This design comes from an exercise in tuning for small area and a short achievable clock period on the open sky130 flow, not from production work. No functional check of the RTL was part of this run. Power figures rest on the tool's default switching activity, not on a simulated workload.

### flow/config.mk
export PLATFORM = sky130hd
export DESIGN_NAME = router
export DESIGN_NICKNAME = router
export VERILOG_FILES = /design/flow/design.v
export SDC_FILE = /design/flow/constraint.sdc
export NUM_CORES = 4
export LEC_CHECK = 0
export CAP_MARGIN = 20
export CORE_MARGIN = 2
export CORE_UTILIZATION = 40
export SLEW_MARGIN = 20
### flow/constraint.sdc
create_clock -name core_clock -period 4.5 [get_ports {clk}]
set_input_delay 0.9000 -clock core_clock [delete_from_list [all_inputs] [get_ports {clk}]]
set_output_delay 0.9000 -clock core_clock [all_outputs]
set_load 0.01 [all_outputs]
### flow/design.v
package router_pkg;
    typedef logic [81-1:0] flit_t;
    typedef logic [3-1:0] coord_t;
    typedef enum logic [1:0] {
        ROUTE_XPOS  = 2'd0,
        ROUTE_YPOS  = 2'd1,
        ROUTE_EJECT = 2'd2
    } route_dir_e;
    typedef struct packed {
        route_dir_e dir;
        flit_t      flit;
    } routed_flit_t;
endpackage
`timescale 1ns/10ps
module flit_queue #(
    parameter int width = 81,
    parameter int depth = 8
) (
    input  logic             clk,
    input  logic             rst,
    input  logic [width-1:0] wr_data,
    input  logic             wr_en,
    input  logic             rd_en,
    output logic [width-1:0] rd_data,
    output logic             not_empty,
    output logic             full
);
    localparam int ptr_w = (depth > 1) ? $clog2(depth) : 1;
    localparam int cnt_w = $clog2(depth + 1);
    logic [width-1:0] mem [depth];
    logic [ptr_w-1:0] wr_ptr;
    logic [ptr_w-1:0] rd_ptr;
    logic [cnt_w-1:0] count;
    logic             do_wr;
    logic             do_rd;
    function automatic logic [ptr_w-1:0] next_ptr(input logic [ptr_w-1:0] ptr);
        if (ptr == ptr_w'(depth - 1)) begin
            next_ptr = '0;
        end else begin
            next_ptr = ptr + 1'b1;
        end
    endfunction
    assign full      = (count == cnt_w'(depth));
    assign not_empty = (count != '0);
    assign do_wr = wr_en && !full;
    assign do_rd = rd_en && not_empty;
    assign rd_data = mem[rd_ptr];
    always_ff @(posedge clk) begin
        if (do_wr) begin
            mem[wr_ptr] <= wr_data;
        end
    end
    always_ff @(posedge clk) begin
        if (rst) begin
            wr_ptr <= '0;
            rd_ptr <= '0;
            count  <= '0;
        end else begin
            if (do_wr) begin
                wr_ptr <= next_ptr(wr_ptr);
            end
            if (do_rd) begin
                rd_ptr <= next_ptr(rd_ptr);
            end
            case ({do_wr, do_rd})
                2'b10:   count <= count + 1'b1;
                2'b01:   count <= count - 1'b1;
                default: count <= count;
            endcase
        end
    end
endmodule
`timescale 1ns/10ps
module route_comp #(
    parameter router_pkg::coord_t cur_x = '0,
    parameter router_pkg::coord_t cur_y = '0
) (
    input  logic                     clk,
    input  logic                     rst,
    input  router_pkg::flit_t        in_flit,
    input  logic                     in_valid,
    output router_pkg::routed_flit_t out_flit,
    output logic                     out_valid,
    output router_pkg::flit_t        eject_flit,
    output logic                     eject_valid
);
    router_pkg::coord_t     dst_x;
    router_pkg::coord_t     dst_y;
    router_pkg::route_dir_e dir_d;
    router_pkg::route_dir_e dir_q;
    router_pkg::flit_t      flit_q;
    assign dst_x = in_flit[72 +: 3];
    assign dst_y = in_flit[75 +: 3];
    always_comb begin
        if (dst_x == cur_x && dst_y == cur_y) begin
            dir_d = router_pkg::ROUTE_EJECT;
        end else if (dst_x != cur_x) begin
            dir_d = router_pkg::ROUTE_XPOS;
        end else begin
            dir_d = router_pkg::ROUTE_YPOS;
        end
    end
    always_ff @(posedge clk) begin
        if (in_valid) begin
            flit_q <= in_flit;
            dir_q  <= dir_d;
        end
    end
    always_ff @(posedge clk) begin
        if (rst) begin
            out_valid   <= 1'b0;
            eject_valid <= 1'b0;
        end else begin
            out_valid   <= in_valid && (dir_d != router_pkg::ROUTE_EJECT);
            eject_valid <= in_valid && (dir_d == router_pkg::ROUTE_EJECT);
        end
    end
    assign out_flit.dir  = dir_q;
    assign out_flit.flit = flit_q;
    assign eject_flit    = flit_q;
endmodule
`timescale 1ns/10ps
module input_port #(
    parameter router_pkg::coord_t cur_x = '0,
    parameter router_pkg::coord_t cur_y = '0
) (
    input  logic                     clk,
    input  logic                     rst,
    input  router_pkg::flit_t        in_flit,
    input  logic                     in_valid,
    output router_pkg::flit_t        eject_flit,
    output logic                     eject_valid,
    output router_pkg::routed_flit_t sw_head,
    output logic                     sw_head_valid,
    input  logic                     sw_grant
);
    localparam int lvl_w = $clog2(8 + 1);
    router_pkg::flit_t        in_head;
    logic                     in_not_empty;
    logic                     rc_pop;
    router_pkg::routed_flit_t rc_flit;
    logic                     rc_valid;
    logic                     sw_pop;
    logic [lvl_w-1:0]         sw_level;
    flit_queue #(
        .width(81),
        .depth(8)
    ) in_queue (
        .clk       (clk),
        .rst       (rst),
        .wr_data   (in_flit),
        .wr_en     (in_valid),
        .rd_en     (rc_pop),
        .rd_data   (in_head),
        .not_empty (in_not_empty),
        .full      ()
    );
    assign rc_pop = in_not_empty &&
                    ((int'(sw_level) + int'(rc_valid)) < 8);
    route_comp #(
        .cur_x(cur_x),
        .cur_y(cur_y)
    ) rc (
        .clk         (clk),
        .rst         (rst),
        .in_flit     (in_head),
        .in_valid    (rc_pop),
        .out_flit    (rc_flit),
        .out_valid   (rc_valid),
        .eject_flit  (eject_flit),
        .eject_valid (eject_valid)
    );
    flit_queue #(
        .width(81 + 2),
        .depth(8)
    ) sw_queue (
        .clk       (clk),
        .rst       (rst),
        .wr_data   (rc_flit),
        .wr_en     (rc_valid),
        .rd_en     (sw_grant),
        .rd_data   (sw_head),
        .not_empty (sw_head_valid),
        .full      ()
    );
    assign sw_pop = sw_grant && sw_head_valid;
    always_ff @(posedge clk) begin
        if (rst) begin
            sw_level <= '0;
        end else begin
            case ({rc_valid, sw_pop})
                2'b10:   sw_level <= sw_level + lvl_w'(1);
                2'b01:   sw_level <= sw_level - lvl_w'(1);
                default: sw_level <= sw_level;
            endcase
        end
    end
endmodule
`timescale 1ns/10ps
module switch_alloc (
    input  logic                     clk,
    input  logic                     rst,
    input  router_pkg::routed_flit_t xpos_head,
    input  router_pkg::routed_flit_t ypos_head,
    input  logic                     xpos_head_valid,
    input  logic                     ypos_head_valid,
    output logic                     xpos_grant,
    output logic                     ypos_grant,
    input  router_pkg::flit_t        inject_xpos,
    input  router_pkg::flit_t        inject_ypos,
    input  logic                     inject_xpos_valid,
    input  logic                     inject_ypos_valid,
    output router_pkg::flit_t        out_xpos,
    output router_pkg::flit_t        out_ypos,
    output logic                     out_xpos_valid,
    output logic                     out_ypos_valid
);
    router_pkg::flit_t      head_flit [2];
    router_pkg::route_dir_e head_dir [2];
    logic [1:0]             head_valid;
    router_pkg::flit_t      inj_flit [2];
    logic [1:0]             inj_valid;
    logic [1:0]             req [2];
    logic [1:0]             gnt [2];
    logic [1:0]             rr_ptr;
    router_pkg::flit_t      out_flit_q [2];
    logic [1:0]             out_valid_q;
    assign head_flit[0] = xpos_head.flit;
    assign head_flit[1] = ypos_head.flit;
    assign head_dir[0]  = xpos_head.dir;
    assign head_dir[1]  = ypos_head.dir;
    assign head_valid   = {ypos_head_valid, xpos_head_valid};
    assign inj_flit[0]  = inject_xpos;
    assign inj_flit[1]  = inject_ypos;
    assign inj_valid    = {inject_ypos_valid, inject_xpos_valid};
    always_comb begin
        for (int o = 0; o < 2; o++) begin
            for (int i = 0; i < 2; i++) begin
                req[o][i] = head_valid[i] &&
                            (head_dir[i] == ((o == 0) ? router_pkg::ROUTE_XPOS
                                                      : router_pkg::ROUTE_YPOS));
            end
        end
    end
    always_comb begin
        for (int o = 0; o < 2; o++) begin
            gnt[o] = 2'b00;
            if (!inj_valid[o]) begin
                if (req[o] == 2'b11) begin
                    gnt[o] = rr_ptr[o] ? 2'b10 : 2'b01;
                end else begin
                    gnt[o] = req[o];
                end
            end
        end
    end
    assign xpos_grant = gnt[0][0] | gnt[1][0];
    assign ypos_grant = gnt[0][1] | gnt[1][1];
    always_ff @(posedge clk) begin
        for (int o = 0; o < 2; o++) begin
            if (inj_valid[o]) begin
                out_flit_q[o] <= inj_flit[o];
            end else if (gnt[o][1]) begin
                out_flit_q[o] <= head_flit[1];
            end else begin
                out_flit_q[o] <= head_flit[0];
            end
        end
    end
    always_ff @(posedge clk) begin
        if (rst) begin
            out_valid_q <= 2'b00;
            rr_ptr      <= 2'b00;
        end else begin
            for (int o = 0; o < 2; o++) begin
                out_valid_q[o] <= inj_valid[o] | (|gnt[o]);
                if (|gnt[o]) begin
                    rr_ptr[o] <= gnt[o][0];
                end
            end
        end
    end
    assign out_xpos       = out_flit_q[0];
    assign out_ypos       = out_flit_q[1];
    assign out_xpos_valid = out_valid_q[0];
    assign out_ypos_valid = out_valid_q[1];
endmodule
`timescale 1ns/10ps
module router #(
    parameter router_pkg::coord_t cur_x = '0,
    parameter router_pkg::coord_t cur_y = '0
) (
    input  logic              clk,
    input  logic              rst,
    input  router_pkg::flit_t in_xpos,
    input  logic              in_xpos_valid,
    input  router_pkg::flit_t in_ypos,
    input  logic              in_ypos_valid,
    input  router_pkg::flit_t inject_xpos,
    input  logic              inject_xpos_valid,
    input  router_pkg::flit_t inject_ypos,
    input  logic              inject_ypos_valid,
    output router_pkg::flit_t out_xpos,
    output logic              out_xpos_valid,
    output router_pkg::flit_t out_ypos,
    output logic              out_ypos_valid,
    output router_pkg::flit_t eject_xpos,
    output logic              eject_xpos_valid,
    output router_pkg::flit_t eject_ypos,
    output logic              eject_ypos_valid
);
    router_pkg::routed_flit_t xpos_head;
    router_pkg::routed_flit_t ypos_head;
    logic                     xpos_head_valid;
    logic                     ypos_head_valid;
    logic                     xpos_grant;
    logic                     ypos_grant;
    input_port #(
        .cur_x(cur_x),
        .cur_y(cur_y)
    ) xpos_in (
        .clk           (clk),
        .rst           (rst),
        .in_flit       (in_xpos),
        .in_valid      (in_xpos_valid),
        .eject_flit    (eject_xpos),
        .eject_valid   (eject_xpos_valid),
        .sw_head       (xpos_head),
        .sw_head_valid (xpos_head_valid),
        .sw_grant      (xpos_grant)
    );
    input_port #(
        .cur_x(cur_x),
        .cur_y(cur_y)
    ) ypos_in (
        .clk           (clk),
        .rst           (rst),
        .in_flit       (in_ypos),
        .in_valid      (in_ypos_valid),
        .eject_flit    (eject_ypos),
        .eject_valid   (eject_ypos_valid),
        .sw_head       (ypos_head),
        .sw_head_valid (ypos_head_valid),
        .sw_grant      (ypos_grant)
    );
    switch_alloc sa (
        .clk               (clk),
        .rst               (rst),
        .xpos_head         (xpos_head),
        .ypos_head         (ypos_head),
        .xpos_head_valid   (xpos_head_valid),
        .ypos_head_valid   (ypos_head_valid),
        .xpos_grant        (xpos_grant),
        .ypos_grant        (ypos_grant),
        .inject_xpos       (inject_xpos),
        .inject_ypos       (inject_ypos),
        .inject_xpos_valid (inject_xpos_valid),
        .inject_ypos_valid (inject_ypos_valid),
        .out_xpos          (out_xpos),
        .out_ypos          (out_ypos),
        .out_xpos_valid    (out_xpos_valid),
        .out_ypos_valid    (out_ypos_valid)
    );
endmodule
### flow/run.sh
#!/bin/bash
# synth_recipe.tcl (not shown) runs the flow's synth.tcl, then flattens the netlist and writes it again
# the make line also repeats each setting of config.mk as NAME=value (left out here)
make -C /OpenROAD-flow-scripts/flow DESIGN_CONFIG=/design/flow/config.mk WORK_HOME=/design/flow/orfs CLKGATE_MAP_FILE= SYNTH_SCRIPT=/design/flow/synth_recipe.tcl finish
==> run summary <==
==> cells in the mapped netlist, types with 2 or more instances <==
master / instances / share of area [%]
a21o_1: 5 / 0.033
a21oi_1: 41 / 0.18
a32oi_1: 2 / 0.015
and3b_1: 2 / 0.015
buf_1: 49 / 0.16
buf_12: 8 / 0.14
buf_2: 54 / 0.24
buf_6: 3 / 0.030
clkbuf_1: 151 / 0.50
dfxtp_1: 230 / 4.1
edfxtp_1: 2790 / 74
fa_1: 2 / 0.035
ha_1: 34 / 0.38
inv_1: 14 / 0.046
mux2_1: 3 / 0.030
mux2_2: 252 / 2.5
mux2i_1: 103 / 0.91
mux4_2: 656 / 13
nand2_1: 185 / 0.61
nand2b_1: 18 / 0.099
nand3_1: 172 / 0.76
nand4_1: 3 / 0.017
nor2_1: 47 / 0.16
nor2b_1: 4 / 0.022
nor3_1: 26 / 0.11
nor3b_1: 4 / 0.027
nor4_1: 10 / 0.055
nor4bb_1: 5 / 0.044
o211ai_1: 82 / 0.54
o211ai_2: 79 / 0.87
o21ai_0: 17 / 0.075
or3_1: 14 / 0.077
xnor2_1: 3 / 0.023
xor2_1: 16 / 0.12
==> routing by layer <==
layer | vias to the layer above | wire [µm] | track usage (%)
met2 | 1761 | 151800 | 34.67
met1 | 29290 | 120300 | 26.82
li1 | 23090 | - | -
met3 | 414 | 18680 | 3.838
met5 | - | 108 | 0
met4 | 16 | 8570 | 6.586
==> worst register-to-register path, delay by kind of cell, from the launching register on <==
family	cells	cell delay, ns
DFF	1	0.45
AOI/OAI and AO/OA	3	0.86
adders and majority gates	2	0.50
and+or+nand+nor	2	0.38
buffers and inverters	2	0.97
xor gates and xnor gates	2	0.28
muxes	1	0.33
==> worst max path at each step <==
stage / startpoint / to / slack [ns] / depth (start not counted)
2_1_floorplan: ypos_in.sw_queue.count[1] / ypos_in.sw_queue.mem[6][0] / -0.79 / 6
3_3_place_gp: flop / sa.out_flit_q[1][0] / 0.67 / 8
3_5_place_dp: flop / sa.out_flit_q[1][0] / 0.63 / 8
4_1_cts: flop / xpos_in.sw_queue.count[2] / 0.60 / 12
5_1_grt: flop / xpos_in.sw_queue.count[2] / 0.38 / 12
6_report: flop / xpos_in.sw_queue.count[2] / 0.66 / 12
==> flip-flops by register name (all words and copies together), names as in the netlist, 4 cells and up, named ones only <==
signal / cells
ypos_in.sw_queue.count: 4
ypos_in.sw_level: 4
ypos_in.sw_queue.mem: 664
sa.out_flit_q: 162
xpos_in.rc.flit_q: 81
ypos_in.in_queue.mem: 648
xpos_in.sw_queue.mem: 664
ypos_in.in_queue.count: 4
ypos_in.rc.flit_q: 81
xpos_in.in_queue.mem: 648
xpos_in.sw_queue.count: 4
xpos_in.in_queue.count: 4
xpos_in.sw_level: 4
==> area by class of cell <==
| type | instances | area share, % |
|---|---|---|
| Sequential cell | 3020 | 64.91 |
| Multi-Input combinational cell | 1799 | 17.63 |
| Clock buffer | 438 | 6.564 |
| Timing Repair Buffer | 825 | 6.250 |
| Tap cell | 3743 | 3.437 |
| Clock inverter | 155 | 1.142 |
| Inverter | 14 | 0.04041 |
| Antenna cell | 17 | 0.03122 |
==> logic make-up after synthesis <==
group	count (synthesis)	synth area share, %
flip-flops	3020	78.01
multiplexers	1014	16.48
AND/OR/NAND/NOR	496	2.044
buffers and inverters	279	1.119
AO/OA/AOI/OAI	234	1.791
adder cells (fa/ha/maj)	36	0.4108
XOR/XNOR	19	0.1469
==> power by group through the flow <==
stage                     clock network (mW)  logic, mW  registers (mW)
after CTS                               26.7       17.5            39.9
after global routing                    27.8       18.2            40.1
final                                   26.2       17.1            39.7
after floorplan                            0       9.35            38.8
after detailed placement                   0       17.4            40.4
after global placement                     0       17.3            40.2
==> metrics by stage <==
step           TNS [ns]  utilization, %  total power, mW  instances
3_5_place_dp          0           44.57            57.84       9401
6_report              0           48.31            82.90      10010
3_3_place_gp          0           44.57            57.51       9401
5_1_grt               0           48.30            86.10      10010
4_1_cts               0           48.29            84.12       9994
2_1_floorplan   -785.95               -            48.18       5098
==> out/metrics.cfg <==
[status]
status=finished clean

[timing]
slew_headroom_pct=21.40
post-route-period-util_pct=85.35
clock.fmax_mhz=260.4
final.min_clock_period_ns=3.841
finalHoldViolations=0
drv_slew=0
clock_skew_ns=0.03742
setup_viol=0
whs_ns=0.4218
grt_setup_unrepaired=no
worstMarginPinSlew_ns=1.179
fin_ws_ns=0.6595

[yosys]
ys_warn_count=11
syn_avg_cell_area_um2=22.23
synth_nets=5464
syn_inst=5098
synth_cell_type_count=48
synth.cell_area_mm2=0.1133
synth-seq-cells=3020
ys.flop_type=edfxtp_1
synth_enable_flop_cells=2790
async_reset_ff_share_pct=0
ys_seq_area_share_pct=78.01

[global_routing]
grt_pass1_wl_um=422300
grt-ovfl-total=0
grt_max_degree=145
grt_pass1_vias=56020
antenna_found_initial=35
track_usage_pct=20.53

[final_layout]
mostFrequentLayoutCells=2790 x edfxtp_1, 656 x mux4_2, 654 x clkdlybuf4s50_1
layout_commonest_cell=edfxtp_1
syn2layout_area_growth_pct=20.24
layout-drive-gt1-share_pct=26.88
num-fill-cells=22990
multi_input_comb_area_mm2=0.02402
fin_area_mm2=0.1362
nets=6350
seqCellArea_mm2=0.08843

[placement]
io_buffer_count=657
dp_slack_ns=0.6288
hpwl_um=186500
dpl_cell_area_mm2=0.1257
place_congestion=0.8123

[worst_setup_path]
cp.arrival_ns=4.64
rr_endpoint=xpos_in.sw_queue.count[2]
end_kind=flop
crit_fanout=56
path_delay_family=buffers and inverters
crit_buf_inv=2
max_stage_delay_ns=0.76
path_class=flop to flop
crit_slowest_cell=buf_4
rr_worst_depth=12
ff2ff_setup_slack_ns=0.66
cp.required_ns=5.30
crit_path_cell_trace=buf_4 > mux2_2 > nor3_1 > a32oi_1 > inv_1 > ha_1 > xor2_1 > ha_1 > a21oi_1 > xor2_1 > or3_1 > a21oi_1
cp-start-kind=flop

[power_and_ir_drop]
ir_drop_v=0.0005758
seqPwrFrac_pct=47.8
swShare_pct=28.45
switching_power_mw=23.58
p_int_mw=59.31
pwr-share-clk_pct=31.6
p_per_area_mw_per_mm2=608.4
power.leakage_nw=42.43
comb_power_share_pct=20.6

[clocking]
cts_root_buffer=clkbuf_16
cts_resized=0
cts.clk_slew.worst_paths_ns=0.06
cts.path.max_buffers=4
clock_sinks=3020
cts_setup_buffers=0
holdBufCountCts=0
clk_latency_ns=0.90
cts_made_buffers=324
cts_tree=built
cts.htree.levels=5

[die]
start_util_pct=40.17
row_count=195
die_x_um=536.2
dieArea_mm2=0.2875
coreArea_mm2=0.2820
dieHeight_um=536.2
ioPinCount=658

[detailed_routing]
viasPerCell=5.451
ant_nets=0
first_pass_iters=5
drc=0
drtIter0Drc=4983
routedWlPerCell_um=29.92
via_count=54570
drt_wl_total_um=299500

[worst_hold_path]
holdPathStages=2
hp-class=input pin to flop
hold_end=xpos_in.in_queue.count[1]
min_from=rst

[job]
drv_cap=0

[separate check: timing with driven ports]
The flow's constraints put no driver on any port. The routed layout listed below was extracted and timed again, unchanged, in two steps.
Step 1 assumes that a clkbuf_16 drives the clock port and a buf_2 every other input.
Step 2, shift: input delay + t, output delay - t, t = (earliest + latest rising clock arrival at the registers) / 2. This alone moves slack from input paths to output paths.
Slacks: ideal ports / drivers / drivers and shift; pairs: ideal ports / drivers.
t, ns: 0.968
setup slack, ns: 0.659 / 0.659 / 0.659
latest minus earliest clock arrival (ns): 0.044 / 0.045
worst register clock-pin slew, ns: 0.06 / 0.06
worst slew at a driven data input, ns: 0.22
After both steps setup and hold are still met in this run. The setup slack of this run moves by 0.000 ns with the drivers and by 0.000 ns with both steps.
